From an optimization exercise on the open Yosys and OpenROAD flow, aimed at small area, a short achievable clock period and few clock cycles per item; shortcuts taken in it are not production practice.
Where RTL was checked, it was by simulation tests only, not by an equivalence proof against the original.
No functional check of the RTL was part of run 1.

==> flow/design.v <==
    localparam [64*7-1:0] IP_TABLE = {
        7'd58, 7'd50, 7'd42, 7'd34, 7'd26, 7'd18, 7'd10, 7'd2, 7'd60, 7'd52, 7'd44, 7'd36, 7'd28, 7'd20, 7'd12, 7'd4,
        7'd62, 7'd54, 7'd46, 7'd38, 7'd30, 7'd22, 7'd14, 7'd6, 7'd64, 7'd56, 7'd48, 7'd40, 7'd32, 7'd24, 7'd16, 7'd8,
        7'd57, 7'd49, 7'd41, 7'd33, 7'd25, 7'd17, 7'd9, 7'd1, 7'd59, 7'd51, 7'd43, 7'd35, 7'd27, 7'd19, 7'd11, 7'd3,
        7'd61, 7'd53, 7'd45, 7'd37, 7'd29, 7'd21, 7'd13, 7'd5, 7'd63, 7'd55, 7'd47, 7'd39, 7'd31, 7'd23, 7'd15, 7'd7
    };
    localparam [64*7-1:0] FP_TABLE = {
        7'd40, 7'd8, 7'd48, 7'd16, 7'd56, 7'd24, 7'd64, 7'd32, 7'd39, 7'd7, 7'd47, 7'd15, 7'd55, 7'd23, 7'd63, 7'd31,
        7'd38, 7'd6, 7'd46, 7'd14, 7'd54, 7'd22, 7'd62, 7'd30, 7'd37, 7'd5, 7'd45, 7'd13, 7'd53, 7'd21, 7'd61, 7'd29,
        7'd36, 7'd4, 7'd44, 7'd12, 7'd52, 7'd20, 7'd60, 7'd28, 7'd35, 7'd3, 7'd43, 7'd11, 7'd51, 7'd19, 7'd59, 7'd27,
        7'd34, 7'd2, 7'd42, 7'd10, 7'd50, 7'd18, 7'd58, 7'd26, 7'd33, 7'd1, 7'd41, 7'd9, 7'd49, 7'd17, 7'd57, 7'd25
    };
    localparam [48*7-1:0] E_TABLE = {
        7'd32, 7'd1, 7'd2, 7'd3, 7'd4, 7'd5, 7'd4, 7'd5, 7'd6, 7'd7, 7'd8, 7'd9, 7'd8, 7'd9, 7'd10, 7'd11,
        7'd12, 7'd13, 7'd12, 7'd13, 7'd14, 7'd15, 7'd16, 7'd17, 7'd16, 7'd17, 7'd18, 7'd19, 7'd20, 7'd21, 7'd20, 7'd21,
        7'd22, 7'd23, 7'd24, 7'd25, 7'd24, 7'd25, 7'd26, 7'd27, 7'd28, 7'd29, 7'd28, 7'd29, 7'd30, 7'd31, 7'd32, 7'd1
    };
    localparam [32*7-1:0] P_TABLE = {
        7'd16, 7'd7, 7'd20, 7'd21, 7'd29, 7'd12, 7'd28, 7'd17, 7'd1, 7'd15, 7'd23, 7'd26, 7'd5, 7'd18, 7'd31, 7'd10,
        7'd2, 7'd8, 7'd24, 7'd14, 7'd32, 7'd27, 7'd3, 7'd9, 7'd19, 7'd13, 7'd30, 7'd6, 7'd22, 7'd11, 7'd4, 7'd25
    };
    localparam [56*7-1:0] PC1_TABLE = {
        7'd57, 7'd49, 7'd41, 7'd33, 7'd25, 7'd17, 7'd9, 7'd1, 7'd58, 7'd50, 7'd42, 7'd34, 7'd26, 7'd18, 7'd10, 7'd2,
        7'd59, 7'd51, 7'd43, 7'd35, 7'd27, 7'd19, 7'd11, 7'd3, 7'd60, 7'd52, 7'd44, 7'd36, 7'd63, 7'd55, 7'd47, 7'd39,
        7'd31, 7'd23, 7'd15, 7'd7, 7'd62, 7'd54, 7'd46, 7'd38, 7'd30, 7'd22, 7'd14, 7'd6, 7'd61, 7'd53, 7'd45, 7'd37,
        7'd29, 7'd21, 7'd13, 7'd5, 7'd28, 7'd20, 7'd12, 7'd4
    };
    localparam [48*7-1:0] PC2_TABLE = {
        7'd14, 7'd17, 7'd11, 7'd24, 7'd1, 7'd5, 7'd3, 7'd28, 7'd15, 7'd6, 7'd21, 7'd10, 7'd23, 7'd19, 7'd12, 7'd4,
        7'd26, 7'd8, 7'd16, 7'd7, 7'd27, 7'd20, 7'd13, 7'd2, 7'd41, 7'd52, 7'd31, 7'd37, 7'd47, 7'd55, 7'd30, 7'd40,
        7'd51, 7'd45, 7'd33, 7'd48, 7'd44, 7'd49, 7'd39, 7'd56, 7'd34, 7'd53, 7'd46, 7'd42, 7'd50, 7'd36, 7'd29, 7'd32
    };
    localparam [8*64*4-1:0] SBOX = {
        4'd11, 4'd6, 4'd5, 4'd3, 4'd0, 4'd9, 4'd12, 4'd15, 4'd13, 4'd8, 4'd10, 4'd4, 4'd7, 4'd14, 4'd1, 4'd2,
        4'd8, 4'd5, 4'd3, 4'd15, 4'd13, 4'd10, 4'd6, 4'd0, 4'd2, 4'd14, 4'd12, 4'd9, 4'd1, 4'd4, 4'd11, 4'd7,
        4'd2, 4'd9, 4'd14, 4'd0, 4'd11, 4'd6, 4'd5, 4'd12, 4'd4, 4'd7, 4'd3, 4'd10, 4'd8, 4'd13, 4'd15, 4'd1,
        4'd7, 4'd12, 4'd0, 4'd5, 4'd14, 4'd3, 4'd9, 4'd10, 4'd1, 4'd11, 4'd15, 4'd6, 4'd4, 4'd8, 4'd2, 4'd13,
        4'd12, 4'd3, 4'd2, 4'd14, 4'd15, 4'd0, 4'd5, 4'd9, 4'd7, 4'd10, 4'd4, 4'd1, 4'd8, 4'd13, 4'd11, 4'd6,
        4'd2, 4'd9, 4'd5, 4'd0, 4'd8, 4'd6, 4'd15, 4'd10, 4'd14, 4'd7, 4'd3, 4'd12, 4'd13, 4'd11, 4'd4, 4'd1,
        4'd6, 4'd8, 4'd15, 4'd2, 4'd12, 4'd5, 4'd3, 4'd14, 4'd10, 4'd1, 4'd9, 4'd4, 4'd7, 4'd11, 4'd0, 4'd13,
        4'd1, 4'd6, 4'd10, 4'd5, 4'd7, 4'd9, 4'd12, 4'd3, 4'd13, 4'd8, 4'd0, 4'd15, 4'd14, 4'd2, 4'd11, 4'd4,
        4'd13, 4'd8, 4'd0, 4'd6, 4'd7, 4'd1, 4'd14, 4'd11, 4'd10, 4'd15, 4'd5, 4'd9, 4'd12, 4'd2, 4'd3, 4'd4,
        4'd6, 4'd11, 4'd13, 4'd1, 4'd10, 4'd4, 4'd0, 4'd7, 4'd3, 4'd12, 4'd8, 4'd2, 4'd5, 4'd15, 4'd14, 4'd9,
        4'd8, 4'd3, 4'd11, 4'd0, 4'd14, 4'd13, 4'd1, 4'd6, 4'd5, 4'd9, 4'd12, 4'd7, 4'd2, 4'd4, 4'd15, 4'd10,
        4'd11, 4'd5, 4'd7, 4'd14, 4'd4, 4'd3, 4'd13, 4'd0, 4'd8, 4'd6, 4'd2, 4'd9, 4'd15, 4'd10, 4'd1, 4'd12,
        4'd3, 4'd5, 4'd4, 4'd10, 4'd9, 4'd0, 4'd15, 4'd6, 4'd13, 4'd2, 4'd14, 4'd1, 4'd7, 4'd12, 4'd8, 4'd11,
        4'd14, 4'd0, 4'd3, 4'd6, 4'd5, 4'd12, 4'd9, 4'd15, 4'd8, 4'd7, 4'd13, 4'd10, 4'd11, 4'd1, 4'd2, 4'd4,
        4'd6, 4'd8, 4'd9, 4'd3, 4'd10, 4'd15, 4'd0, 4'd5, 4'd1, 4'd13, 4'd7, 4'd4, 4'd12, 4'd2, 4'd11, 4'd14,
        4'd9, 4'd14, 4'd0, 4'd13, 4'd15, 4'd3, 4'd5, 4'd8, 4'd6, 4'd11, 4'd10, 4'd7, 4'd1, 4'd4, 4'd12, 4'd2,
        4'd14, 4'd2, 4'd7, 4'd12, 4'd11, 4'd5, 4'd4, 4'd9, 4'd8, 4'd13, 4'd1, 4'd10, 4'd6, 4'd0, 4'd15, 4'd3,
        4'd4, 4'd8, 4'd2, 4'd5, 4'd14, 4'd3, 4'd1, 4'd15, 4'd13, 4'd7, 4'd11, 4'd12, 4'd0, 4'd9, 4'd6, 4'd10,
        4'd9, 4'd14, 4'd10, 4'd1, 4'd12, 4'd2, 4'd7, 4'd4, 4'd3, 4'd0, 4'd15, 4'd6, 4'd5, 4'd11, 4'd8, 4'd13,
        4'd15, 4'd4, 4'd12, 4'd11, 4'd5, 4'd8, 4'd2, 4'd1, 4'd10, 4'd9, 4'd6, 4'd0, 4'd3, 4'd14, 4'd13, 4'd7,
        4'd12, 4'd2, 4'd5, 4'd11, 4'd3, 4'd14, 4'd15, 4'd4, 4'd7, 4'd8, 4'd9, 4'd6, 4'd0, 4'd13, 4'd10, 4'd1,
        4'd7, 4'd14, 4'd10, 4'd5, 4'd12, 4'd2, 4'd1, 4'd11, 4'd0, 4'd3, 4'd15, 4'd8, 4'd9, 4'd4, 4'd6, 4'd13,
        4'd1, 4'd15, 4'd11, 4'd12, 4'd14, 4'd5, 4'd8, 4'd2, 4'd10, 4'd6, 4'd4, 4'd3, 4'd9, 4'd0, 4'd7, 4'd13,
        4'd8, 4'd2, 4'd4, 4'd11, 4'd7, 4'd12, 4'd13, 4'd1, 4'd5, 4'd15, 4'd3, 4'd6, 4'd14, 4'd9, 4'd0, 4'd10,
        4'd9, 4'd14, 4'd5, 4'd0, 4'd12, 4'd7, 4'd6, 4'd11, 4'd2, 4'd4, 4'd15, 4'd3, 4'd1, 4'd10, 4'd8, 4'd13,
        4'd15, 4'd2, 4'd3, 4'd9, 4'd6, 4'd12, 4'd8, 4'd5, 4'd1, 4'd13, 4'd4, 4'd10, 4'd11, 4'd7, 4'd14, 4'd0,
        4'd5, 4'd11, 4'd9, 4'd6, 4'd10, 4'd1, 4'd0, 4'd12, 4'd14, 4'd8, 4'd2, 4'd15, 4'd7, 4'd4, 4'd13, 4'd3,
        4'd10, 4'd5, 4'd0, 4'd12, 4'd13, 4'd2, 4'd7, 4'd9, 4'd4, 4'd3, 4'd11, 4'd6, 4'd14, 4'd8, 4'd1, 4'd15,
        4'd13, 4'd6, 4'd0, 4'd10, 4'd14, 4'd3, 4'd11, 4'd5, 4'd7, 4'd1, 4'd9, 4'd4, 4'd2, 4'd8, 4'd12, 4'd15,
        4'd0, 4'd5, 4'd10, 4'd3, 4'd7, 4'd9, 4'd12, 4'd15, 4'd11, 4'd2, 4'd6, 4'd13, 4'd8, 4'd14, 4'd1, 4'd4,
        4'd8, 4'd3, 4'd5, 4'd9, 4'd11, 4'd12, 4'd6, 4'd10, 4'd1, 4'd13, 4'd2, 4'd14, 4'd4, 4'd7, 4'd15, 4'd0,
        4'd7, 4'd0, 4'd9, 4'd5, 4'd12, 4'd6, 4'd10, 4'd3, 4'd8, 4'd11, 4'd15, 4'd2, 4'd1, 4'd13, 4'd4, 4'd14
    };
    localparam [16*2-1:0] ENC_SHIFT = {
        2'd1, 2'd2, 2'd2, 2'd2, 2'd2, 2'd2, 2'd2, 2'd1, 2'd2, 2'd2, 2'd2, 2'd2, 2'd2, 2'd2, 2'd1, 2'd1
    };
    localparam [16*2-1:0] DEC_SHIFT = {
        2'd1, 2'd2, 2'd2, 2'd2, 2'd2, 2'd2, 2'd2, 2'd1, 2'd2, 2'd2, 2'd2, 2'd2, 2'd2, 2'd2, 2'd1, 2'd0
    };
    function automatic [63:0] des_ip(input [63:0] blk);
        integer i;
        for (i = 0; i < 64; i = i + 1) des_ip[63 - i] = blk[64 - IP_TABLE[(63 - i) * 7 +: 7]];
    endfunction
    function automatic [63:0] des_fp(input [63:0] blk);
        integer i;
        for (i = 0; i < 64; i = i + 1) des_fp[63 - i] = blk[64 - FP_TABLE[(63 - i) * 7 +: 7]];
    endfunction
    function automatic [55:0] des_pc1(input [63:0] key);
        integer i;
        for (i = 0; i < 56; i = i + 1) des_pc1[55 - i] = key[64 - PC1_TABLE[(55 - i) * 7 +: 7]];
    endfunction
    function automatic [47:0] des_pc2(input [55:0] cd);
        integer i;
        for (i = 0; i < 48; i = i + 1) des_pc2[47 - i] = cd[56 - PC2_TABLE[(47 - i) * 7 +: 7]];
    endfunction
    function automatic [31:0] des_feistel(input [31:0] r, input [47:0] k);
        reg [47:0] x;
        reg [31:0] s;
        reg [5:0]  grp;
        integer    i;
        integer    b;
        for (i = 0; i < 48; i = i + 1) x[47 - i] = r[32 - E_TABLE[(47 - i) * 7 +: 7]];
        x = x ^ k;
        for (b = 0; b < 8; b = b + 1) begin
            grp = x[47 - 6 * b -: 6];
            s[31 - 4 * b -: 4] = SBOX[{b[2:0], grp[5], grp[0], grp[4:1], 2'b00} +: 4];
        end
        for (i = 0; i < 32; i = i + 1) des_feistel[31 - i] = s[32 - P_TABLE[(31 - i) * 7 +: 7]];
    endfunction
`timescale 1ns/1ns
`default_nettype none
module des_core (
    input  wire        clk_i,
    input  wire        reset_i,
    input  wire        mode_i,
    input  wire        valid_i,
    input  wire        accept_i,
    input  wire [63:0] key_i,
    input  wire [63:0] data_i,
    output wire        accept_o,
    output wire [63:0] data_o_o,
    output wire        valid_o_o
);
    localparam [64*7-1:0] IP_TABLE = {
        7'd58, 7'd50, 7'd42, 7'd34, 7'd26, 7'd18, 7'd10, 7'd2, 7'd60, 7'd52, 7'd44, 7'd36, 7'd28, 7'd20, 7'd12, 7'd4,
        7'd62, 7'd54, 7'd46, 7'd38, 7'd30, 7'd22, 7'd14, 7'd6, 7'd64, 7'd56, 7'd48, 7'd40, 7'd32, 7'd24, 7'd16, 7'd8,
        7'd57, 7'd49, 7'd41, 7'd33, 7'd25, 7'd17, 7'd9, 7'd1, 7'd59, 7'd51, 7'd43, 7'd35, 7'd27, 7'd19, 7'd11, 7'd3,
        7'd61, 7'd53, 7'd45, 7'd37, 7'd29, 7'd21, 7'd13, 7'd5, 7'd63, 7'd55, 7'd47, 7'd39, 7'd31, 7'd23, 7'd15, 7'd7
    };
    localparam [64*7-1:0] FP_TABLE = {
        7'd40, 7'd8, 7'd48, 7'd16, 7'd56, 7'd24, 7'd64, 7'd32, 7'd39, 7'd7, 7'd47, 7'd15, 7'd55, 7'd23, 7'd63, 7'd31,
        7'd38, 7'd6, 7'd46, 7'd14, 7'd54, 7'd22, 7'd62, 7'd30, 7'd37, 7'd5, 7'd45, 7'd13, 7'd53, 7'd21, 7'd61, 7'd29,
        7'd36, 7'd4, 7'd44, 7'd12, 7'd52, 7'd20, 7'd60, 7'd28, 7'd35, 7'd3, 7'd43, 7'd11, 7'd51, 7'd19, 7'd59, 7'd27,
        7'd34, 7'd2, 7'd42, 7'd10, 7'd50, 7'd18, 7'd58, 7'd26, 7'd33, 7'd1, 7'd41, 7'd9, 7'd49, 7'd17, 7'd57, 7'd25
    };
    localparam [48*7-1:0] E_TABLE = {
        7'd32, 7'd1, 7'd2, 7'd3, 7'd4, 7'd5, 7'd4, 7'd5, 7'd6, 7'd7, 7'd8, 7'd9, 7'd8, 7'd9, 7'd10, 7'd11,
        7'd12, 7'd13, 7'd12, 7'd13, 7'd14, 7'd15, 7'd16, 7'd17, 7'd16, 7'd17, 7'd18, 7'd19, 7'd20, 7'd21, 7'd20, 7'd21,
        7'd22, 7'd23, 7'd24, 7'd25, 7'd24, 7'd25, 7'd26, 7'd27, 7'd28, 7'd29, 7'd28, 7'd29, 7'd30, 7'd31, 7'd32, 7'd1
    };
    localparam [32*7-1:0] P_TABLE = {
        7'd16, 7'd7, 7'd20, 7'd21, 7'd29, 7'd12, 7'd28, 7'd17, 7'd1, 7'd15, 7'd23, 7'd26, 7'd5, 7'd18, 7'd31, 7'd10,
        7'd2, 7'd8, 7'd24, 7'd14, 7'd32, 7'd27, 7'd3, 7'd9, 7'd19, 7'd13, 7'd30, 7'd6, 7'd22, 7'd11, 7'd4, 7'd25
    };
    localparam [56*7-1:0] PC1_TABLE = {
        7'd57, 7'd49, 7'd41, 7'd33, 7'd25, 7'd17, 7'd9, 7'd1, 7'd58, 7'd50, 7'd42, 7'd34, 7'd26, 7'd18, 7'd10, 7'd2,
        7'd59, 7'd51, 7'd43, 7'd35, 7'd27, 7'd19, 7'd11, 7'd3, 7'd60, 7'd52, 7'd44, 7'd36, 7'd63, 7'd55, 7'd47, 7'd39,
        7'd31, 7'd23, 7'd15, 7'd7, 7'd62, 7'd54, 7'd46, 7'd38, 7'd30, 7'd22, 7'd14, 7'd6, 7'd61, 7'd53, 7'd45, 7'd37,
        7'd29, 7'd21, 7'd13, 7'd5, 7'd28, 7'd20, 7'd12, 7'd4
    };
    localparam [48*7-1:0] PC2_TABLE = {
        7'd14, 7'd17, 7'd11, 7'd24, 7'd1, 7'd5, 7'd3, 7'd28, 7'd15, 7'd6, 7'd21, 7'd10, 7'd23, 7'd19, 7'd12, 7'd4,
        7'd26, 7'd8, 7'd16, 7'd7, 7'd27, 7'd20, 7'd13, 7'd2, 7'd41, 7'd52, 7'd31, 7'd37, 7'd47, 7'd55, 7'd30, 7'd40,
        7'd51, 7'd45, 7'd33, 7'd48, 7'd44, 7'd49, 7'd39, 7'd56, 7'd34, 7'd53, 7'd46, 7'd42, 7'd50, 7'd36, 7'd29, 7'd32
    };
    localparam [8*64*4-1:0] SBOX = {
        4'd11, 4'd6, 4'd5, 4'd3, 4'd0, 4'd9, 4'd12, 4'd15, 4'd13, 4'd8, 4'd10, 4'd4, 4'd7, 4'd14, 4'd1, 4'd2,
        4'd8, 4'd5, 4'd3, 4'd15, 4'd13, 4'd10, 4'd6, 4'd0, 4'd2, 4'd14, 4'd12, 4'd9, 4'd1, 4'd4, 4'd11, 4'd7,
        4'd2, 4'd9, 4'd14, 4'd0, 4'd11, 4'd6, 4'd5, 4'd12, 4'd4, 4'd7, 4'd3, 4'd10, 4'd8, 4'd13, 4'd15, 4'd1,
        4'd7, 4'd12, 4'd0, 4'd5, 4'd14, 4'd3, 4'd9, 4'd10, 4'd1, 4'd11, 4'd15, 4'd6, 4'd4, 4'd8, 4'd2, 4'd13,
        4'd12, 4'd3, 4'd2, 4'd14, 4'd15, 4'd0, 4'd5, 4'd9, 4'd7, 4'd10, 4'd4, 4'd1, 4'd8, 4'd13, 4'd11, 4'd6,
        4'd2, 4'd9, 4'd5, 4'd0, 4'd8, 4'd6, 4'd15, 4'd10, 4'd14, 4'd7, 4'd3, 4'd12, 4'd13, 4'd11, 4'd4, 4'd1,
        4'd6, 4'd8, 4'd15, 4'd2, 4'd12, 4'd5, 4'd3, 4'd14, 4'd10, 4'd1, 4'd9, 4'd4, 4'd7, 4'd11, 4'd0, 4'd13,
        4'd1, 4'd6, 4'd10, 4'd5, 4'd7, 4'd9, 4'd12, 4'd3, 4'd13, 4'd8, 4'd0, 4'd15, 4'd14, 4'd2, 4'd11, 4'd4,
        4'd13, 4'd8, 4'd0, 4'd6, 4'd7, 4'd1, 4'd14, 4'd11, 4'd10, 4'd15, 4'd5, 4'd9, 4'd12, 4'd2, 4'd3, 4'd4,
        4'd6, 4'd11, 4'd13, 4'd1, 4'd10, 4'd4, 4'd0, 4'd7, 4'd3, 4'd12, 4'd8, 4'd2, 4'd5, 4'd15, 4'd14, 4'd9,
        4'd8, 4'd3, 4'd11, 4'd0, 4'd14, 4'd13, 4'd1, 4'd6, 4'd5, 4'd9, 4'd12, 4'd7, 4'd2, 4'd4, 4'd15, 4'd10,
        4'd11, 4'd5, 4'd7, 4'd14, 4'd4, 4'd3, 4'd13, 4'd0, 4'd8, 4'd6, 4'd2, 4'd9, 4'd15, 4'd10, 4'd1, 4'd12,
        4'd3, 4'd5, 4'd4, 4'd10, 4'd9, 4'd0, 4'd15, 4'd6, 4'd13, 4'd2, 4'd14, 4'd1, 4'd7, 4'd12, 4'd8, 4'd11,
        4'd14, 4'd0, 4'd3, 4'd6, 4'd5, 4'd12, 4'd9, 4'd15, 4'd8, 4'd7, 4'd13, 4'd10, 4'd11, 4'd1, 4'd2, 4'd4,
        4'd6, 4'd8, 4'd9, 4'd3, 4'd10, 4'd15, 4'd0, 4'd5, 4'd1, 4'd13, 4'd7, 4'd4, 4'd12, 4'd2, 4'd11, 4'd14,
        4'd9, 4'd14, 4'd0, 4'd13, 4'd15, 4'd3, 4'd5, 4'd8, 4'd6, 4'd11, 4'd10, 4'd7, 4'd1, 4'd4, 4'd12, 4'd2,
        4'd14, 4'd2, 4'd7, 4'd12, 4'd11, 4'd5, 4'd4, 4'd9, 4'd8, 4'd13, 4'd1, 4'd10, 4'd6, 4'd0, 4'd15, 4'd3,
        4'd4, 4'd8, 4'd2, 4'd5, 4'd14, 4'd3, 4'd1, 4'd15, 4'd13, 4'd7, 4'd11, 4'd12, 4'd0, 4'd9, 4'd6, 4'd10,
        4'd9, 4'd14, 4'd10, 4'd1, 4'd12, 4'd2, 4'd7, 4'd4, 4'd3, 4'd0, 4'd15, 4'd6, 4'd5, 4'd11, 4'd8, 4'd13,
        4'd15, 4'd4, 4'd12, 4'd11, 4'd5, 4'd8, 4'd2, 4'd1, 4'd10, 4'd9, 4'd6, 4'd0, 4'd3, 4'd14, 4'd13, 4'd7,
        4'd12, 4'd2, 4'd5, 4'd11, 4'd3, 4'd14, 4'd15, 4'd4, 4'd7, 4'd8, 4'd9, 4'd6, 4'd0, 4'd13, 4'd10, 4'd1,
        4'd7, 4'd14, 4'd10, 4'd5, 4'd12, 4'd2, 4'd1, 4'd11, 4'd0, 4'd3, 4'd15, 4'd8, 4'd9, 4'd4, 4'd6, 4'd13,
        4'd1, 4'd15, 4'd11, 4'd12, 4'd14, 4'd5, 4'd8, 4'd2, 4'd10, 4'd6, 4'd4, 4'd3, 4'd9, 4'd0, 4'd7, 4'd13,
        4'd8, 4'd2, 4'd4, 4'd11, 4'd7, 4'd12, 4'd13, 4'd1, 4'd5, 4'd15, 4'd3, 4'd6, 4'd14, 4'd9, 4'd0, 4'd10,
        4'd9, 4'd14, 4'd5, 4'd0, 4'd12, 4'd7, 4'd6, 4'd11, 4'd2, 4'd4, 4'd15, 4'd3, 4'd1, 4'd10, 4'd8, 4'd13,
        4'd15, 4'd2, 4'd3, 4'd9, 4'd6, 4'd12, 4'd8, 4'd5, 4'd1, 4'd13, 4'd4, 4'd10, 4'd11, 4'd7, 4'd14, 4'd0,
        4'd5, 4'd11, 4'd9, 4'd6, 4'd10, 4'd1, 4'd0, 4'd12, 4'd14, 4'd8, 4'd2, 4'd15, 4'd7, 4'd4, 4'd13, 4'd3,
        4'd10, 4'd5, 4'd0, 4'd12, 4'd13, 4'd2, 4'd7, 4'd9, 4'd4, 4'd3, 4'd11, 4'd6, 4'd14, 4'd8, 4'd1, 4'd15,
        4'd13, 4'd6, 4'd0, 4'd10, 4'd14, 4'd3, 4'd11, 4'd5, 4'd7, 4'd1, 4'd9, 4'd4, 4'd2, 4'd8, 4'd12, 4'd15,
        4'd0, 4'd5, 4'd10, 4'd3, 4'd7, 4'd9, 4'd12, 4'd15, 4'd11, 4'd2, 4'd6, 4'd13, 4'd8, 4'd14, 4'd1, 4'd4,
        4'd8, 4'd3, 4'd5, 4'd9, 4'd11, 4'd12, 4'd6, 4'd10, 4'd1, 4'd13, 4'd2, 4'd14, 4'd4, 4'd7, 4'd15, 4'd0,
        4'd7, 4'd0, 4'd9, 4'd5, 4'd12, 4'd6, 4'd10, 4'd3, 4'd8, 4'd11, 4'd15, 4'd2, 4'd1, 4'd13, 4'd4, 4'd14
    };
    localparam [16*2-1:0] ENC_SHIFT = {
        2'd1, 2'd2, 2'd2, 2'd2, 2'd2, 2'd2, 2'd2, 2'd1, 2'd2, 2'd2, 2'd2, 2'd2, 2'd2, 2'd2, 2'd1, 2'd1
    };
    localparam [16*2-1:0] DEC_SHIFT = {
        2'd1, 2'd2, 2'd2, 2'd2, 2'd2, 2'd2, 2'd2, 2'd1, 2'd2, 2'd2, 2'd2, 2'd2, 2'd2, 2'd2, 2'd1, 2'd0
    };
    function automatic [63:0] des_ip(input [63:0] blk);
        integer i;
        for (i = 0; i < 64; i = i + 1) des_ip[63 - i] = blk[64 - IP_TABLE[(63 - i) * 7 +: 7]];
    endfunction
    function automatic [63:0] des_fp(input [63:0] blk);
        integer i;
        for (i = 0; i < 64; i = i + 1) des_fp[63 - i] = blk[64 - FP_TABLE[(63 - i) * 7 +: 7]];
    endfunction
    function automatic [55:0] des_pc1(input [63:0] key);
        integer i;
        for (i = 0; i < 56; i = i + 1) des_pc1[55 - i] = key[64 - PC1_TABLE[(55 - i) * 7 +: 7]];
    endfunction
    function automatic [47:0] des_pc2(input [55:0] cd);
        integer i;
        for (i = 0; i < 48; i = i + 1) des_pc2[47 - i] = cd[56 - PC2_TABLE[(47 - i) * 7 +: 7]];
    endfunction
    function automatic [31:0] des_feistel(input [31:0] r, input [47:0] k);
        reg [47:0] x;
        reg [31:0] s;
        reg [5:0]  grp;
        integer    i;
        integer    b;
        for (i = 0; i < 48; i = i + 1) x[47 - i] = r[32 - E_TABLE[(47 - i) * 7 +: 7]];
        x = x ^ k;
        for (b = 0; b < 8; b = b + 1) begin
            grp = x[47 - 6 * b -: 6];
            s[31 - 4 * b -: 4] = SBOX[{b[2:0], grp[5], grp[0], grp[4:1], 2'b00} +: 4];
        end
        for (i = 0; i < 32; i = i + 1) des_feistel[31 - i] = s[32 - P_TABLE[(31 - i) * 7 +: 7]];
    endfunction
    reg         idle;       
    reg         busy;       
    reg         vld;        
    reg  [3:0]  cnt;        
    reg         dec;
    reg         one;        
    reg  [31:0] l_q;
    reg  [31:0] r_q;
    reg  [27:0] c_q;        
    reg  [27:0] d_q;
    assign accept_o  = idle || (vld && accept_i);
    assign valid_o_o = vld;
    assign data_o_o  = des_fp({r_q, l_q});
    wire load = valid_i && accept_o;
    wire [31:0] r_new = l_q ^ des_feistel(r_q, des_pc2({c_q, d_q}));
    wire [63:0] ip    = des_ip(data_i);
    wire        upd   = busy || !vld || accept_i;
    wire [31:0] l_nx  = busy ? r_q   : ip[63:32];
    wire [31:0] r_nx  = busy ? r_new : ip[31:0];
    wire [31:0] upd_v = {32{upd}};
    always @(posedge clk_i) begin
        l_q <= (l_nx & upd_v) | (l_q & ~upd_v);
        r_q <= (r_nx & upd_v) | (r_q & ~upd_v);
    end
    wire [55:0] cd0 = des_pc1(key_i);
    wire [27:0] c0  = cd0[55:28];
    wire [27:0] d0  = cd0[27:0];
    always @(posedge clk_i) begin
        if (!busy) begin
            if (mode_i) begin
                c_q <= c0;
                d_q <= d0;
            end else begin
                c_q <= {c0[26:0], c0[27]};
                d_q <= {d0[26:0], d0[27]};
            end
        end else if (dec) begin
            c_q <= one ? {c_q[0], c_q[27:1]} : {c_q[1:0], c_q[27:2]};
            d_q <= one ? {d_q[0], d_q[27:1]} : {d_q[1:0], d_q[27:2]};
        end else begin
            c_q <= one ? {c_q[26:0], c_q[27]} : {c_q[25:0], c_q[27:26]};
            d_q <= one ? {d_q[26:0], d_q[27]} : {d_q[25:0], d_q[27:26]};
        end
    end
    always @(posedge clk_i) begin
        if (busy) begin
            cnt <= cnt + 4'd1;
            one <= (cnt == 4'd6) || (cnt == 4'd13);
        end else begin
            cnt <= 4'd0;
            one <= 1'b1;
            dec <= mode_i;
        end
    end
    always @(posedge clk_i or negedge reset_i) begin
        if (!reset_i) begin
            idle <= 1'b1;
            busy <= 1'b0;
            vld  <= 1'b0;
        end else if (busy) begin
            if (cnt == 4'd15) begin
                busy <= 1'b0;
                vld  <= 1'b1;
            end
        end else if (load) begin
            idle <= 1'b0;
            busy <= 1'b1;
            vld  <= 1'b0;
        end else if (vld && accept_i) begin
            idle <= 1'b1;
            vld  <= 1'b0;
        end
    end
endmodule
`default_nettype wire
==> flow/flow/run.sh <==
#!/bin/bash
# Standard ORFS layout with three changes:
#  - synthesis maps the logic with ABC script abc_map.script (choice-based
#    mapping with area recovery) instead of ORFS's;
#  - XOR/AND pairs are left to ABC (no half-adder extraction);
#  - ports get plain buffers instead of the resizer's default pick (a delay cell).
# The tools' output goes to standard.log; ORFS's own logs stay under orfs/logs.
set -euo pipefail
here=$(pwd)
{
  echo "proc abc {args} {"
  echo "  set i [lsearch -exact \$args -script]"
  echo "  if {\$i >= 0} { lset args [expr {\$i + 1}] $here/flow/abc_map.script }"
  echo "  yosys abc {*}\$args"
  echo "}"
  cat synth_recipe.tcl
} > my_synth.tcl
bash standard.sh "SYNTH_SCRIPT=$here/my_synth.tcl" "ADDER_MAP_FILE=" \
  "BUFFER_PORTS_ARGS=-buffer_cell sky130_fd_sc_hd__buf_1" finish > standard.log 2>&1
==> flow/flow/abc_map.script <==
strash
dch -f
map
strash
dch -f
map
topo
stime -c
==> flow/standard.sh <==
#!/bin/bash
# synth_recipe.tcl (not shown) runs the flow's synth.tcl, then flattens the netlist and writes it again
# the make line also repeats each setting of config.mk as NAME=value (left out here)
make -C /OpenROAD-flow-scripts/flow DESIGN_CONFIG=/design/flow/config.mk WORK_HOME=/design/flow/orfs CLKGATE_MAP_FILE= SYNTH_SCRIPT=/design/flow/synth_recipe.tcl "${@:-finish}"
==> flow/config.mk <==
export PLATFORM = sky130hd
export DESIGN_NAME = des_core
export DESIGN_NICKNAME = des_core
export VERILOG_FILES = /design/flow/design.v
export SDC_FILE = /design/flow/constraint.sdc
export NUM_CORES = 4
export LEC_CHECK = 0
export ABC_AREA = 1
export CAP_MARGIN = 20
export CORE_MARGIN = 2
export CORE_UTILIZATION = 40
export CTS_BUF_LIST = sky130_fd_sc_hd__clkbuf_8
export SETUP_SLACK_MARGIN = 2.6
export SLEW_MARGIN = 20
==> flow/constraint.sdc <==
create_clock -name core_clock -period 4.8 [get_ports {clk_i}]
set_input_delay 0.9600 -clock core_clock [delete_from_list [all_inputs] [get_ports {clk_i}]]
set_output_delay 0.9600 -clock core_clock [all_outputs]
set_load 0.01 [all_outputs]
==> run_results.csv, run 1 <==
group,metric,value,unit
drt,via_per_inst,5.83,
placement,gp_congestion,0.885,
drt,wl,42700,µm
cts,htree_levels,4,
job,max_cap_viol_count,0,
grt,antenna_found_initial,0,
timing,holdWs,292,ps
die,num_io_pins,199,
synthesis,synth-seq-cells,129,
cts,clockBufferDepth,2,
cts,cts_made_buffers,17,
synthesis,syn_inst,1730,
die,die-area,28500,µm²
critical_path,reg2reg_slack,2590,ps
drt,drtIter0Drc,1246,
cts,cts_tree,"yes",
die,rows,60,
timing,fmax,0.428,GHz
synthesis,netlist.area_leader.share,19.6,%
cts,clock_latency,470,ps
critical_path,crit_type,"in2out",
timing,drv_slew,0,
layout,n_antenna_cell,0,
timing,maxSlewHeadroom,27.9,%
critical_path,start_kind,"primary input",
synthesis,synth_cell_types,38,
synthesis,ys_seq_area_share,29.9,%
cts,root_buffer,"clkbuf_8",
timing,tns,0,ps
layout,drive_gt1_share,14.6,%
synthesis,synth_edf_count,65,
min_path,hold_path_class,"in2async",
critical_path,reg2regPathDepth,10,
cts,clkSinkCount,129,
critical_path,startpoint,"accept_i",
critical_path,worstSetupEndpointType,"output port",
die,start_util,40.5,%
synthesis,async_flop_share,2.33,%
die,core,26800,µm²
synthesis,yosys-top-cells-area,"nand3_1 (20%), edfxtp_1 (18%), nand2_1 (17%)",
synthesis,synthTopCellsByCount,"nand2_1 (492), nand3_1 (426), a21oi_1 (131)",
timing,worst_slew_pin_slew,1080,ps
critical_path,arrival,1380,ps
layout,nFillCells,2771,
status,status,"finished clean",
timing,fin_skew,22.6,ps
synthesis,post-synth-top-area-cell,"nand3_1",
timing,timing.final.hold_violations,0,
cts,path_clk_slew,70,ps
drt,wl_per_cell,17.8,µm
synthesis,avgSynthCellArea,6.28,µm²
die,die_w,169,µm
synthesis,syn_nets,1863,
drt,dr.pass1.iters,6,
drt,drc_errors,0,
grt,first_global_vias,12100,
synthesis,synth_ff_type,"edfxtp_1",
die,die_h,169,µm
layout,syn_to_final_growth,32.7,%
layout,multi_input_area,8090,µm²
drt,ant_nets,0,
synthesis,synth_most_common_cell,"nand2_1",
critical_path,crit_required,3840,ps
grt,grt_pass1_wl,64600,µm
timing,final.min_clock_period,2340,ps
grt,grt_use_total,28.7,%
layout,register_area,3270,µm²
timing,rsz0062_at_grt,"true",
placement,io_buffers,190,
synthesis,syn_area,10900,µm²
timing,fin_crit_sh,48.7,%
timing,setup_viol,0,
placement,hpwl,30300,µm
critical_path,critical_path_peak_fanout,2,
layout,nets,2181,
grt,grt_start_max_net_pins,114,
grt,grt_overflow,0,
synthesis,synth_warnings,1,
drt,vias,14000,
## critical path: stages
cell     delay [ps]
buf_8           100
a21oi_4         130
inv_2            60
buf_6           120
## per-stage QoR
step / utilization, % / cell area, µm² / setup slack (ps) / std cells
2_1_floorplan: - / 11000 / 2490 / 1730
3_3_place_gp: 45.5 / 12200 / 2140 / 2271
3_5_place_dp: 45.5 / 12200 / 2100 / 2271
4_1_cts: 49.9 / 13400 / 2470 / 2351
5_1_grt: 53.8 / 14400 / 2450 / 2402
6_report: 53.8 / 14400 / 2460 / 2402
## worst max-delay path by stage
stage	endpoint	slack, ps	cells past startpoint
after detailed placement	flop	2100	7
after CTS	accept_o	2470	4
final	accept_o	2460	4
after floorplan	flop	2490	2
after global routing	accept_o	2450	4
after global placement	flop	2140	7
## final cells by class
cell class              count  area share, %
multi-input cells        1477           56.1
flip-flops and latches    129           22.7
repair buffers            297           11.8
inverters                 126           3.58
well taps                 341           2.96
clock buffers              18           1.72
clock inverters            14           1.14
## cells in the final DEF (no fill, tap or decap), drive strengths merged, types with 3 or more instances in the layout
master	n
nand2	492
nor2	118
dfxtp	61
o21bai	3
nor3	3
a22oi	3
nand4	39
inv	9
bufinv	3
buf	295
a21oi	131
xor2	15
edfxtp	65
o21ai	95
o2bb2ai	9
nand3b	3
a31oi	40
nand3	426
o22ai	6
a32oi	3
clkbuf	20
o2111ai	7
xnor2	27
clkinv	122
clkinvlp	6
o211ai	35
o221ai	6
## what timing repair did
action | CTS | global route
setup buffers | 48 | 48
pin swaps | 6 | 31
resized for setup | 60 | 149
endpoints found under the setup margin | 100 | 47
hold buffers | 0 | 0
cloned | 0 | 2
## cells by family (layout without fill, tap and decap cells)
| logic type | count (synthesis) | after routing | share of synthesized area [%] |
|---|---|---|---|
| flops | 129 | 129 | 29.9 |
| compound gates | 349 | 349 | 18.8 |
| simple gates | 1086 | 1086 | 43.7 |
| buf+inv | 126 | 455 | 4.36 |
| xor+xnor | 40 | 42 | 3.23 |
## layer usage
metal | vias to the layer above | wire [µm] | track usage (%)
met1 | 6453 | 18500 | 38.5
met4 | 0 | 1200 | 8.88
met5 | - | 0 | 0
met3 | 62 | 2750 | 3.97
li1 | 6870 | - | -
met2 | 625 | 20200 | 47.8
==> run 2: changes to the inputs <==
--- a/flow/design.v
+++ b/flow/design.v
@@ -221,7 +221,6 @@
     reg         vld;        
     reg  [3:0]  cnt;        
     reg         dec;
-    reg         one;        
     reg  [31:0] l_q;
     reg  [31:0] r_q;
     reg  [27:0] c_q;        
@@ -232,58 +231,72 @@
     wire load = valid_i && accept_o;
     wire [31:0] r_new = l_q ^ des_feistel(r_q, des_pc2({c_q, d_q}));
     wire [63:0] ip    = des_ip(data_i);
-    wire        upd   = busy || !vld || accept_i;
-    wire [31:0] l_nx  = busy ? r_q   : ip[63:32];
-    wire [31:0] r_nx  = busy ? r_new : ip[31:0];
-    wire [31:0] upd_v = {32{upd}};
     always @(posedge clk_i) begin
-        l_q <= (l_nx & upd_v) | (l_q & ~upd_v);
-        r_q <= (r_nx & upd_v) | (r_q & ~upd_v);
+        if (busy) begin
+            l_q <= r_q;
+            r_q <= r_new;
+        end else if (!vld || accept_i) begin
+            l_q <= ip[63:32];
+            r_q <= ip[31:0];
+        end
     end
     wire [55:0] cd0 = des_pc1(key_i);
     wire [27:0] c0  = cd0[55:28];
     wire [27:0] d0  = cd0[27:0];
+    reg         sl1, sl2, sr1, sr2;
+    wire        ld_d = !busy &&  mode_i;
+    wire        ld_e = !busy && !mode_i;
+    function automatic [27:0] key_next(input [27:0] x, input [27:0] x0,
+                                       input l1, input l2, input r1, input r2,
+                                       input ld, input le);
+        key_next = ({28{l1}} & {x[26:0], x[27]})    | ({28{l2}} & {x[25:0], x[27:26]})
+                 | ({28{r1}} & {x[0], x[27:1]})     | ({28{r2}} & {x[1:0], x[27:2]})
+                 | ({28{ld}} & x0)                  | ({28{le}} & {x0[26:0], x0[27]});
+    endfunction
     always @(posedge clk_i) begin
-        if (!busy) begin
-            if (mode_i) begin
-                c_q <= c0;
-                d_q <= d0;
-            end else begin
-                c_q <= {c0[26:0], c0[27]};
-                d_q <= {d0[26:0], d0[27]};
-            end
-        end else if (dec) begin
-            c_q <= one ? {c_q[0], c_q[27:1]} : {c_q[1:0], c_q[27:2]};
-            d_q <= one ? {d_q[0], d_q[27:1]} : {d_q[1:0], d_q[27:2]};
-        end else begin
-            c_q <= one ? {c_q[26:0], c_q[27]} : {c_q[25:0], c_q[27:26]};
-            d_q <= one ? {d_q[26:0], d_q[27]} : {d_q[25:0], d_q[27:26]};
-        end
+        c_q <= key_next(c_q, c0, sl1, sl2, sr1, sr2, ld_d, ld_e);
+        d_q <= key_next(d_q, d0, sl1, sl2, sr1, sr2, ld_d, ld_e);
     end
     always @(posedge clk_i) begin
         if (busy) begin
             cnt <= cnt + 4'd1;
-            one <= (cnt == 4'd6) || (cnt == 4'd13);
         end else begin
             cnt <= 4'd0;
-            one <= 1'b1;
             dec <= mode_i;
         end
     end
+    wire one = (cnt == 4'd6) || (cnt == 4'd13);
     always @(posedge clk_i or negedge reset_i) begin
         if (!reset_i) begin
             idle <= 1'b1;
             busy <= 1'b0;
             vld  <= 1'b0;
+            sl1  <= 1'b0;
+            sl2  <= 1'b0;
+            sr1  <= 1'b0;
+            sr2  <= 1'b0;
         end else if (busy) begin
             if (cnt == 4'd15) begin
                 busy <= 1'b0;
                 vld  <= 1'b1;
+                sl1  <= 1'b0;
+                sl2  <= 1'b0;
+                sr1  <= 1'b0;
+                sr2  <= 1'b0;
+            end else begin
+                sl1  <= !dec &&  one;
+                sl2  <= !dec && !one;
+                sr1  <=  dec &&  one;
+                sr2  <=  dec && !one;
             end
         end else if (load) begin
             idle <= 1'b0;
             busy <= 1'b1;
             vld  <= 1'b0;
+            sl1  <= !mode_i;
+            sl2  <= 1'b0;
+            sr1  <=  mode_i;
+            sr2  <= 1'b0;
         end else if (vld && accept_i) begin
             idle <= 1'b1;
             vld  <= 1'b0;
--- a/flow/config.mk
+++ b/flow/config.mk
@@ -10,5 +10,5 @@
 export CORE_MARGIN = 2
 export CORE_UTILIZATION = 40
 export CTS_BUF_LIST = sky130_fd_sc_hd__clkbuf_8
-export SETUP_SLACK_MARGIN = 2.6
+export SETUP_SLACK_MARGIN = 2.25
 export SLEW_MARGIN = 20
==> run 2 against run 1 <==
  * Critical path depth is 5 higher
  * Clock-buffer cell count stayed put
  * Worst setup slack worse by 140 ps
  * Largest cell class unchanged
  * Register-to-register slack worse by 270 ps
  * Routed wire length is 5.1% lower
  * Synthesized area is 3.7% lower
  * Utilization is 5.7 points lower
  * Still clean
==> run_results.csv, run 2 <==
group,metric,value,unit
critical_path,crit_required,4990,ps
die,die_w,166,µm
critical_path,arrival,2670,ps
layout,drive_gt1_share,5.72,%
synthesis,synth_most_common_cell,"nand3_1",
timing,tns,0,ps
synthesis,synth_fa_ha_area_share,0,%
cts,root_buffer,"clkbuf_8",
drt,wl_per_cell,19.5,µm
synthesis,synth_ff_type,"edfxtp_1",
synthesis,syn_inst,1502,
cts,cts_made_buffers,17,
layout,n_antenna_cell,0,
synthesis,syn_area,10500,µm²
grt,antenna_found_initial,0,
cts,htree_levels,4,
cts,path_clk_slew,80,ps
timing,setup_viol,0,
die,die_h,166,µm
synthesis,synth-seq-cells,132,
layout,layout_commonest_cell,"nand3_1",
drt,vias,12900,
cts,clock_latency,470,ps
grt,grt_pass1_wl,63100,µm
synthesis,synthMuxAreaShare,0.108,%
status,status,"finished clean",
placement,hpwl,29500,µm
grt,grt_start_max_net_pins,65,
drt,wl,40500,µm
drt,dr.pass1.iters,7,
synthesis,synth_edf_count,65,
drt,drtIter0Drc,1464,
min_path,hold_path_class,"in2async",
cts,cts_hold_buf,0,
timing,drv_slew,0,
timing,fin_skew,17.8,ps
timing,final.min_clock_period,2480,ps
critical_path,critical_path_peak_fanout,7,
die,rows,59,
grt,grt_use_total,28.3,%
critical_path,crit_type,"reg2reg",
layout,syn_to_final_growth,18.9,%
critical_path,path_cells,"clkinv_1, nand2_1, nand4_1, nand3_1, nand4_1, a21oi_1, o22ai_1, a21oi_1, o22ai_1",
synthesis,synthTopCellsByCount,"nand3_1 (335), nand2_1 (332), a22oi_1 (172)",
grt,first_global_vias,11500,
timing,fmax,0.404,GHz
drt,ant_nets,0,
cts,cts_tree,"yes",
layout,fin_util,48.1,%
die,die-area,27400,µm²
job,max_cap_viol_count,0,
synthesis,yosys-top-cells-area,"edfxtp_1 (19%), nand3_1 (16%), a22oi_1 (12%)",
grt,grt_overflow,0,
timing,fin_crit_sh,51.6,%
placement,io_buffers,190,
synthesis,synth_warnings,1,
critical_path,worstSetupEndpointType,"flop",
synthesis,ys_seq_area_share,31.9,%
synthesis,avgSynthCellArea,6.96,µm²
layout,layout_common_cells,"nand3_1 (333), nand2_1 (330), buf_1 (190)",
synthesis,synth_top_family_by_area,"simple AND/OR/NAND/NOR gates",
placement,gp_congestion,0.927,
layout,nets,1867,
timing,worst_slew_pin_slew,1070,ps
die,core,25800,µm²
synthesis,synth_cell_types,36,
synthesis,async_flop_share,5.30,%
synthesis,post-synth-top-area-cell,"edfxtp_1",
layout,nFillCells,2771,
synthesis,synthSimpleGateAreaFrac,34.8,%
critical_path,start_kind,"flop",
synthesis,netlist.area_leader.share,18.7,%
die,start_util,40.5,%
synthesis,syn_nets,1635,
layout,largest_registers,"l_q (32), r_q (32)",
synthesis,synth_compound_area_share,26.0,%
cts,clockBufferDepth,2,
placement,place_area,11700,µm²
timing,maxSlewHeadroom,28.5,%
critical_path,startpoint,"r_q[21]",
timing,timing.final.hold_violations,0,
drt,drc_errors,0,
critical_path,cp_slowest_stage_delay,530,ps
die,num_io_pins,199,
cts,clkSinkCount,132,
layout,fin_area,12400,µm²
critical_path,r2r-start,"r_q[21]",
critical_path,worst_path_max_delay_cell,"edfxtp_1",
drt,via_per_inst,6.18,
timing,rsz0062_at_grt,"true",
synthesis,synth_xor_area_share,3.60,%
run 2: changes by cell type after synthesis, sizes merged, moves of 5 or more:
cell and delta:
nand3 -91, o21ai -53, a22oi +169, o221ai -5
clkinv -26, a21oi -49, nand4 +6, nor2 -19
xor2 +5, nand2 -160
run 2: area by class of cell:
type,instances,area (µm²),share of cell area (%)
multi-input cells,1270,6980,56.2
flip-flops and latches,132,3330,26.8
repair buffers,213,898,7.23
well taps,335,419,3.37
inverters,100,383,3.08
clock buffers,18,248,1.99
clock inverters,14,160,1.29
run 2: routing by layer:
metal  up-vias  global-route usage, %  share of wire, %
met5         -                      0                 0
met4         0                   8.81               2.5
met3        61                   4.30               7.5
met2       587                   44.3                45
met1      6089                   40.3                45
li1       6140                      -                 -
run 2: path summary, 6_finish.rpt:
path | endpoint | slack, ps | cells after the start
worst min-delay path | vld | 380 | 1
worst max register to register | r_q[8] | 2320 | 9
worst max-delay path | r_q[8] | 2320 | 9
worst min register to register | cnt[0] | 460 | 1
min in group core_clock | cnt[0] | 460 | 1
max in group asynchronous | busy | 4100 | 1
run 2: worst max-delay path, delay by kind of cell (launching register included):
kind                   cells  cell delay [ps]
AO/OA/AOI/OAI              4              570
AND/OR/NAND/NOR            4              850
buffers and inverters      1              250
flip-flops                 1              530
run 2: repair_timing:
item / in CTS / in global routing
gates resized for setup: 13 / 22
setup endpoints to repair: 24 / 28
buffers inserted: 2 / 10
hold endpoints to repair: 0 / 0
pin swaps: 0 / 6
run 2: cell families (layout without fill, tap and decap cells):
kind of cell              after synthesis  count (layout)
muxes                                   1               1
and+or+nand+nor                       820             820
DFF                                   132             132
AOI/OAI and AO/OA                     406             406
buffers and inverters                 100             345
xor gates and xnor gates               43              43
run 2: through the flow:
stage / setup WS [ps] / hold slack, ps / cells
after CTS: 2270 / 381 / 2072
after detailed placement: 1750 / 444 / 2038
after floorplan: 2340 / 417 / 1502
after global routing: 2220 / 388 / 2082
final: 2320 / 380 / 2082
after global placement: 1720 / 430 / 2038
Testbench counts of run 2, summed over its fixed seeds: cycles 8,712, items 512.
==> run 3: changes to the inputs <==
==> flow/flow/abc_map.script (replaced) <==
strash
&get -n
&st
&dch
&nf
&put
strash
dch -f
map
topo
stime -c
--- a/flow/config.mk
+++ b/flow/config.mk
@@ -10,5 +10,5 @@
 export CORE_MARGIN = 2
 export CORE_UTILIZATION = 40
 export CTS_BUF_LIST = sky130_fd_sc_hd__clkbuf_8
-export SETUP_SLACK_MARGIN = 2.25
+export SETUP_SLACK_MARGIN = 2.6
 export SLEW_MARGIN = 20
==> run 3 against run 2 <==
  * Sequential share of layout area down 3.0 points
  * First-iteration DRC count up 2.0%
  * Via count up 0.97%
  * Final area up 14%
  * Sequential cell count unchanged
==> run_results.csv, run 3 <==
group,metric,value,unit
timing,fin_crit_sh,48.8,%
drt,vias,13000,
timing,setup_viol,0,
timing,final.min_clock_period,2340,ps
synthesis,netlist.area_leader.share,19.3,%
synthesis,yosys-top-cells-area,"edfxtp_1 (19%), nand2_1 (14%), dfxtp_1 (12%)",
synthesis,synth-seq-cells,132,
critical_path,arrival,1380,ps
layout,n_antenna_cell,0,
synthesis,synth_most_common_cell,"nand2_1",
synthesis,synth_warnings,1,
layout,syn_to_final_growth,39.4,%
drt,drtIter0Drc,1493,
synthesis,synth_ff_type,"edfxtp_1",
die,die_w,163,µm
die,die-area,26600,µm²
placement,gp_congestion,0.996,
timing,fin_skew,22.7,ps
cts,root_buffer,"clkbuf_8",
synthesis,syn_area,10100,µm²
critical_path,cp_slowest_stage_delay,510,ps
timing,worst_slew_pin_slew,932,ps
drt,dr.pass1.iters,6,
synthesis,synth_cell_types,36,
synthesis,synthTopCellsByCount,"nand2_1 (365), nand3_1 (208), a22oi_1 (125)",
critical_path,worstSetupEndpointType,"output port",
grt,grt_pass1_wl,63600,µm
drt,wl,43400,µm
layout,layout_common_cells,"nand2_1 (315), nand3_1 (195), buf_1 (181)",
critical_path,crit_top_cell,"buf_6",
synthesis,syn_inst,1445,
timing,maxSlewHeadroom,37.8,%
cts,clkSinkCount,132,
drt,via_per_inst,6.12,
die,die_h,163,µm
die,rows,58,
critical_path,startpoint,"r_q[28]",
die,core,25000,µm²
die,num_io_pins,199,
cts,clockBufferDepth,2,
critical_path,critical_path_peak_fanout,4,
cts,htree_levels,4,
timing,fin_ws,2460,ps
layout,layout_commonest_cell,"nand2_1",
status,status,"finished clean",
critical_path,start_kind,"flop",
drt,wl_per_cell,20.4,µm
synthesis,avgSynthCellArea,7.01,µm²
timing,drv_slew,0,
cts,cts_made_buffers,17,
die,start_util,40.4,%
drt,ant_nets,0,
timing,timing.final.hold_violations,0,
timing,rsz0062_at_grt,"true",
job,max_cap_viol_count,0,
grt,grt_start_max_net_pins,75,
layout,nets,1914,
critical_path,r2r-start,"r_q[28]",
synthesis,synth_edf_count,65,
synthesis,post-synth-top-area-cell,"edfxtp_1",
min_path,hold_path_class,"in2async",
grt,grt_use_total,30.7,%
placement,io_buffers,190,
layout,drive_gt1_share,21.5,%
placement,pre_cts_ws,1960,ps
critical_path,worst_path_max_delay_cell,"edfxtp_1",
synthesis,syn_nets,1578,
cts,path_clk_slew,100,ps
timing,tns,0,ps
grt,first_global_vias,11400,
cts,cts_tree,"yes",
placement,hpwl,29300,µm
timing,fmax,0.427,GHz
drt,drc_errors,0,
cts,clock_latency,480,ps
critical_path,path_cells,"buf_4, buf_6, buf_6",
critical_path,crit_required,3840,ps
synthesis,ys_seq_area_share,32.9,%
grt,antenna_found_initial,0,
layout,largest_registers,"l_q (32), r_q (32)",
grt,grt_overflow,0,
synthesis,async_flop_share,5.30,%
critical_path,crit_type,"reg2out",
run 3: critical path, delay by kind of cell (launching register included):
kind                   cells  cell delay, ps
DFF                        1             510
buffers and inverters      3             410
run 3: stage by stage:
| step | cells | utilization, % | instance area, µm² | hold WS (ps) |
|---|---|---|---|---|
| finish | 2124 | 56.4 | 14100 | 376 |
| global placement | 1974 | 45.4 | 11400 | 429 |
| global route | 2124 | 56.4 | 14100 | 392 |
| CTS | 2052 | 50.9 | 12700 | 383 |
| detailed placement | 1974 | 45.4 | 11400 | 432 |
| floorplan | 1445 | - | 10200 | 417 |
run 3: final timing paths:
path	end	slack (ps)	cells past startpoint
hold / removal	vld	380	1
max in group asynchronous	busy	4090	1
setup / recovery	data_o_o[30]	2460	3
min in group core_clock	cnt[0]	450	1
setup reg to reg	r_q[9]	2590	10
hold reg to reg	cnt[0]	450	1
run 3: cell families after synthesis:
family                    count (synthesis)  share of synthesized area [%]
AOI/OAI and AO/OA                       450                           29.1
and+or+nand+nor                         708                           30.2
xor gates and xnor gates                 43                           3.72
DFF                                     132                           32.9
buffers and inverters                   112                           4.15
run 3: layer usage:
metal  vias to the layer above  GRT usage [%]  share of wire, %
met5                         -              0                 0
met4                         0           9.09               2.9
met3                        84           4.98               9.7
met2                       743           48.0                45
met1                      6112           43.7                43
li1                       6063              -                 -
run 3: area by class of cell:
class | count | area, µm²
well taps | 330 | 413
clock inverters | 15 | 181
clock buffers | 17 | 234
fillers | 2437 | 10900
flip-flops and latches | 132 | 3360
inverters | 112 | 455
multi-input cells | 1204 | 7600
repair buffers | 314 | 1870
run 3: what timing repair did:
| action | 4_1_cts | 5_1_grt |
|---|---|---|
| setup endpoints to repair | 119 | 84 |
| hold endpoints to repair | 0 | 0 |
| resized for setup | 105 | 213 |
| setup buffers | 45 | 69 |
| cloned | 1 | 2 |
| pin swaps | 9 | 56 |
| hold buffers | 0 | 0 |
==> run 4: changes to the inputs <==
==> flow/flow/abc_map.script (replaced) <==
strash
dch -f
map
strash
dch -f
map
topo
stime -c
==> run 4 against run 3 <==
  * First-iteration DRC count grew 7.8%
  * Synthesized cell count is 3.9% higher
  * Highest routed layer unchanged
  * Clock-buffer cell count is the same
  * Hold slack worse by 20 ps
  * Still clean
  * Critical path depth up 6
  * Synthesized area grew 3.2%
==> run_results.csv, run 4 <==
group,metric,value,unit
status,status,"finished clean",
layout,nets,1954,
cts,clkSinkCount,132,
grt,first_global_vias,11700,
synthesis,synth_ff_type,"edfxtp_1",
synthesis,yosys-top-cells-area,"edfxtp_1 (19%), nand3_1 (16%), a22oi_1 (12%)",
timing,fin_ws,2520,ps
min_path,hold_path_class,"in2async",
timing,worst_slew_pin_slew,1120,ps
synthesis,post-synth-top-area-cell,"edfxtp_1",
grt,grt_pass1_wl,65000,µm
placement,gp_congestion,0.977,
critical_path,crit_type,"reg2reg",
job,max_cap_viol_count,0,
synthesis,synthTopCellsByCount,"nand3_1 (335), nand2_1 (332), a22oi_1 (172)",
drt,drtIter0Drc,1610,
timing,final.min_clock_period,2280,ps
die,core,25800,µm²
timing,rsz0062_at_grt,"true",
cts,htree_levels,4,
drt,dr.pass1.iters,7,
timing,setup_viol,0,
grt,antenna_found_initial,0,
synthesis,avgSynthCellArea,6.96,µm²
grt,grt_use_total,29.3,%
synthesis,syn_inst,1502,
synthesis,async_flop_share,5.30,%
grt,grt_start_max_net_pins,65,
cts,cts_hold_buf,0,
cts,cts_tree,"yes",
critical_path,critical_path_peak_fanout,4,
grt,grt_overflow,0,
synthesis,synth_edf_count,65,
layout,syn_to_final_growth,34.7,%
drt,wl,43000,µm
synthesis,netlist.area_leader.share,18.7,%
placement,hpwl,29600,µm
cts,cts_made_buffers,17,
placement,pre_cts_ws,2060,ps
synthesis,synth_most_common_cell,"nand3_1",
critical_path,crit_required,5000,ps
timing,fmax,0.439,GHz
drt,wl_per_cell,19.8,µm
layout,largest_registers,"l_q (32), r_q (32)",
drt,ant_nets,0,
timing,fin_crit_sh,47.4,%
placement,io_buffers,190,
placement,dpl.cell_count,2034,
layout,stdcell_count,2169,
cts,clock_latency,470,ps
cts,path_clk_slew,100,ps
cts,root_buffer,"clkbuf_8",
die,die_h,166,µm
die,die_w,166,µm
timing,drv_slew,0,
critical_path,worstSetupEndpointType,"flop",
layout,layout_common_cells,"nand3_1 (319), nand2_1 (303), buf_1 (182)",
synthesis,syn_nets,1635,
drt,via_per_inst,6.18,
layout,layout_commonest_cell,"nand3_1",
synthesis,synth-seq-cells,132,
critical_path,start_kind,"flop",
layout,drive_gt1_share,16.7,%
synthesis,ys_seq_area_share,31.9,%
critical_path,arrival,2470,ps
synthesis,synth_cell_types,36,
die,start_util,40.5,%
timing,fin_skew,17.5,ps
layout,nFillCells,2541,
cts,clockBufferDepth,2,
die,num_io_pins,199,
drt,vias,13400,
placement,place_area,11700,µm²
die,rows,59,
die,die-area,27400,µm²
synthesis,syn_area,10500,µm²
synthesis,synth_warnings,1,
timing,tns,0,ps
drt,drc_errors,0,
timing,timing.final.hold_violations,0,
layout,fin_area,14100,µm²
layout,n_antenna_cell,0,
timing,maxSlewHeadroom,25.0,%
-- run 4: final cells by class --
class                      count  area (µm²)  area share, %
multi-input combinational   1272        7780           55.3
inverter                     100         408           2.90
sequential                   132        3360           23.9
timing repair buffer         298        1710           12.1
tap                          335         419           2.98
clock buffer                  17         234           1.66
clock inverter                15         169           1.20
-- run 4: worst max-delay path: stages, from the launching register on --
cell      delay [ps]
edfxtp_1         470
buf_6            180
or2b_4           200
nand4_1          200
nand3_1          150
nand4_1          220
a21oi_2          210
o22ai_2          120
a21oi_2          160
o22ai_2           90
-- run 4: final timing paths --
| kind | slack [ps] | start | cells past startpoint | end |
|---|---|---|---|---|
| setup reg to reg | 2520 | r_q[21] | 9 | r_q[8] |
| hold / removal | 360 | reset_i | 1 | sr2 |
| setup / recovery | 2520 | r_q[21] | 9 | r_q[8] |
| min in group core_clock | 450 | cnt[0] | 1 | cnt[0] |
| hold reg to reg | 450 | cnt[0] | 1 | cnt[0] |
| max in group asynchronous | 4140 | reset_i | 1 | idle |
-- run 4: timing repair --
item,in CTS,in global routing
pin swaps,15,37
gates resized for setup,82,142
setup buffers,59,42
gates cloned,0,2
endpoints found under the setup margin,112,57
-- run 4: kinds of logic (layout without fill, tap and decap cells) --
family | after synthesis | in the layout | synth area share, %
AO/OA/AOI/OAI | 406 | 406 | 26.0
XOR/XNOR | 43 | 44 | 3.60
buffers and inverters | 100 | 430 | 3.59
flip-flops | 132 | 132 | 31.9
multiplexers | 1 | 1 | 0.108
AND/OR/NAND/NOR | 820 | 821 | 34.8
-- run 4: stage by stage --
step	util (%)	hold WS [ps]
floorplan	-	417
global placement	45.3	427
detailed placement	45.3	434
CTS	50.8	338
global route	54.5	363
finish	54.5	356
-- run 4: per-layer routing --
metal  vias up  GRT usage (%)  routed length (µm)
met3       111           3.66                3130
li1       6333              -                   -
met5         -              0                   0
met4         0           11.7                1840
met1      6240           39.7               17800
met2       731           47.7               20100
==> run 5: changes to the inputs <==
==> flow/flow/abc_map.script (replaced) <==
strash
dch -f
map -D 1600
strash
dch -f
map -D 1600
topo
stime -c
--- a/flow/config.mk
+++ b/flow/config.mk
@@ -10,5 +10,5 @@
 export CORE_MARGIN = 2
 export CORE_UTILIZATION = 40
 export CTS_BUF_LIST = sky130_fd_sc_hd__clkbuf_8
-export SETUP_SLACK_MARGIN = 2.6
+export SETUP_SLACK_MARGIN = 2.45
 export SLEW_MARGIN = 20
==> run 5 against run 4 <==
  * Still clean on timing, DRC and antenna
  * Clock skew up 1.8 ps
  * Sequential cell count unchanged
  * Clock-buffer cell count up 1
  * First-iteration DRC count down 43%
  * Final cell count down 11%
  * Register-to-register slack worse by 160 ps
  * Via count down 16%
==> run_results.csv, run 5 <==
group,metric,value,unit
status,status,"finished clean",
critical_path,r2r-start,"r_q[4]",
timing,tns,0,ps
critical_path,path_delay_family,"compound AO/OA/AOI/OAI gates",
grt,first_global_vias,9700,
synthesis,post-synth-top-area-cell,"edfxtp_1",
placement,io_buffers,190,
layout,layout_common_cells,"buf_1 (187), a22oi_1 (169), nand2_1 (166)",
synthesis,async_flop_share,5.30,%
critical_path,arrival,2650,ps
layout,largest_registers,"l_q (32), r_q (32)",
cts,cts_made_buffers,17,
critical_path,crit_type,"reg2reg",
timing,fmax,0.410,GHz
critical_path,r2r_end,"r_q[10]",
cts,cts_hold_buf,0,
timing,fin_skew,19.3,ps
synthesis,synth_ff_type,"edfxtp_1",
die,core,23300,µm²
cts,root_buffer,"clkbuf_8",
synthesis,syn_nets,1438,
synthesis,syn_area,9390,µm²
layout,drive_gt1_share,24.5,%
synthesis,synth_most_common_cell,"nand2_1",
cts,htree_levels,4,
cts,clkSinkCount,132,
grt,grt_start_max_net_pins,65,
timing,timing.final.hold_violations,0,
die,start_util,40.4,%
critical_path,crit_required,5010,ps
die,die_w,157,µm
drt,wl_per_cell,18.1,µm
timing,maxSlewHeadroom,35.1,%
synthesis,ys_seq_area_share,35.5,%
layout,n_antenna_cell,0,
critical_path,reg2reg_slack,2360,ps
synthesis,synth_edf_count,65,
cts,clock_latency,460,ps
layout,layout_commonest_cell,"buf_1",
timing,drv_slew,0,
synthesis,syn_inst,1305,
drt,drc_errors,0,
layout,nets,1738,
layout,fin_util,55.6,%
synthesis,synth_cell_types,33,
cts,clockBufferDepth,2,
timing,final.min_clock_period,2440,ps
layout,stdcell_count,1937,
drt,dr.pass1.iters,6,
synthesis,synth-seq-cells,132,
critical_path,worstSetupEndpointType,"flop",
synthesis,synthTopCellsByCount,"nand2_1 (224), a22oi_1 (169), nor2_1 (164)",
timing,worst_slew_pin_slew,974,ps
critical_path,worst_path_max_delay_cell,"o311ai_0",
drt,via_per_inst,5.82,
timing,rsz0062_at_grt,"true",
drt,vias,11300,
drt,ant_nets,0,
timing,holdWs,401,ps
critical_path,cp_slowest_stage_delay,440,ps
die,die-area,24700,µm²
synthesis,synth_warnings,1,
critical_path,critical_path_peak_fanout,3,
drt,wl,35100,µm
die,num_io_pins,199,
critical_path,start_kind,"flop",
layout,syn_to_final_growth,37.7,%
die,rows,56,
layout,nFillCells,2246,
job,max_cap_viol_count,0,
synthesis,yosys-top-cells-area,"edfxtp_1 (21%), a22oi_1 (14%), dfxtp_1 (13%)",
synthesis,netlist.area_leader.share,20.8,%
die,die_h,157,µm
cts,cts_tree,"yes",
critical_path,reg2regPathDepth,10,
drt,drtIter0Drc,918,
critical_path,critical_path_buf_inv_count,2,
placement,gp_congestion,0.951,
placement,dpl.cell_count,1822,
grt,grt_pass1_wl,51200,µm
grt,grt_use_total,26.4,%
timing,fin_crit_sh,50.8,%
grt,antenna_found_initial,0,
grt,grt_overflow,0,
cts,path_clk_slew,90,ps
synthesis,avgSynthCellArea,7.20,µm²
critical_path,path_cells,"buf_6, or2_4, nand2_4, buf_4, nor2_1, o311ai_0, nand2_1, o22ai_2, xor2_1, o21ai_1",
placement,hpwl,22900,µm
timing,setup_viol,0,
min_path,hold_path_class,"in2async",
[run 5: changes by cell type after synthesis, sizes merged, moves of 21 or more]
cell / previous run / this run
nor2: 99 / 164
nand3: 335 / 93
o21ai: 42 / 116
clkinv: 100 / 132
nand2: 332 / 224
a21oi: 82 / 103
nand4: 45 / 4
o211ai: 33 / 9
or2: 1 / 22
[run 5: routing by layer]
metal  vias to the layer above  track usage (%)  routed length, µm
li1                       5376                -                  -
met3                        77             4.43               2830
met5                         -                0                  0
met4                         0             9.96               1130
met1                      5240             35.8              14900
met2                       581             42.2              16300
[run 5: kinds of logic after synthesis]
group,count (synthesis),share of synthesized area (%)
and+or+nand+nor,523,23.1
AOI/OAI and AO/OA,466,31.3
DFF,132,35.5
buffers and inverters,132,5.28
xor gates and xnor gates,51,4.76
muxes,1,0.120
[run 5: cell type report]
| type | instances | area, µm² | share of cell area, % |
|---|---|---|---|
| clock buffers | 18 | 248 | 1.92 |
| clock inverters | 14 | 163 | 1.26 |
| inverters | 132 | 612 | 4.73 |
| multi-input cells | 1041 | 6710 | 51.9 |
| flip-flops and latches | 132 | 3340 | 25.8 |
| well taps | 319 | 399 | 3.09 |
| repair buffers | 281 | 1470 | 11.3 |
[run 5: worst max path at each step]
stage                     endpoint  slack (ps)  cells after the start     from
after floorplan            r_q[25]        2450                     12   r_q[5]
after global placement      r_q[3]        1800                     10  r_q[11]
after detailed placement   r_q[23]        1840                     11  r_q[28]
after CTS                  r_q[21]        2380                     14   r_q[8]
after global routing       r_q[27]        2280                     16   r_q[0]
final                      r_q[10]        2360                     10   r_q[4]
[run 5: repair_timing]
| item | in CTS | in global routing |
|---|---|---|
| gates resized for setup | 175 | 218 |
| buffers inserted | 39 | 44 |
| setup endpoints to repair | 69 | 36 |
| pin swaps | 31 | 80 |
[run 5: metrics by stage]
step,worst slack [ps],cell area [µm²]
after floorplan,2450,9480
after CTS,2380,11900
final,2360,12900
after detailed placement,1840,10700
after global placement,1800,10700
after global routing,2280,12900

-- what the ideal ports hide --
The results above use ideal ports. As a check the final layouts listed here were re-extracted and re-timed, cells and wires unchanged.
Step 1 sets driving cells, clkbuf_16 on the clock port and buf_2 on the other inputs (assumed; they add their load-dependent delay and slew).
Step 2 times the ports against the registers' clock, not the clock port: input delays grow and output delays shrink by t, the midpoint of the rising clock arrivals with the driver on.
Slacks: ideal ports / drivers / drivers and shift; pairs: ideal ports / drivers.
run | t (ns) | setup slack, ns | latest minus earliest clock arrival (ns) | worst register clock-pin slew, ns
run 1 | 0.504 | 2.463 / 2.421 / 2.136 | 0.023 / 0.023 | 0.10 / 0.10
run 2 | 0.510 | 2.323 / 2.323 / 2.180 | 0.018 / 0.018 | 0.09 / 0.09
run 3 | 0.508 | 2.458 / 2.415 / 2.213 | 0.023 / 0.023 | 0.10 / 0.10
run 4 | 0.509 | 2.524 / 2.496 / 2.054 | 0.018 / 0.018 | 0.10 / 0.10
run 5 | 0.493 | 2.361 / 2.361 / 2.361 | 0.020 / 0.020 | 0.09 / 0.09
After both steps every run listed still meets setup and hold. The setup slack of run 4, which loses most, moves by -0.028 ns with the drivers and by -0.470 ns with both steps.
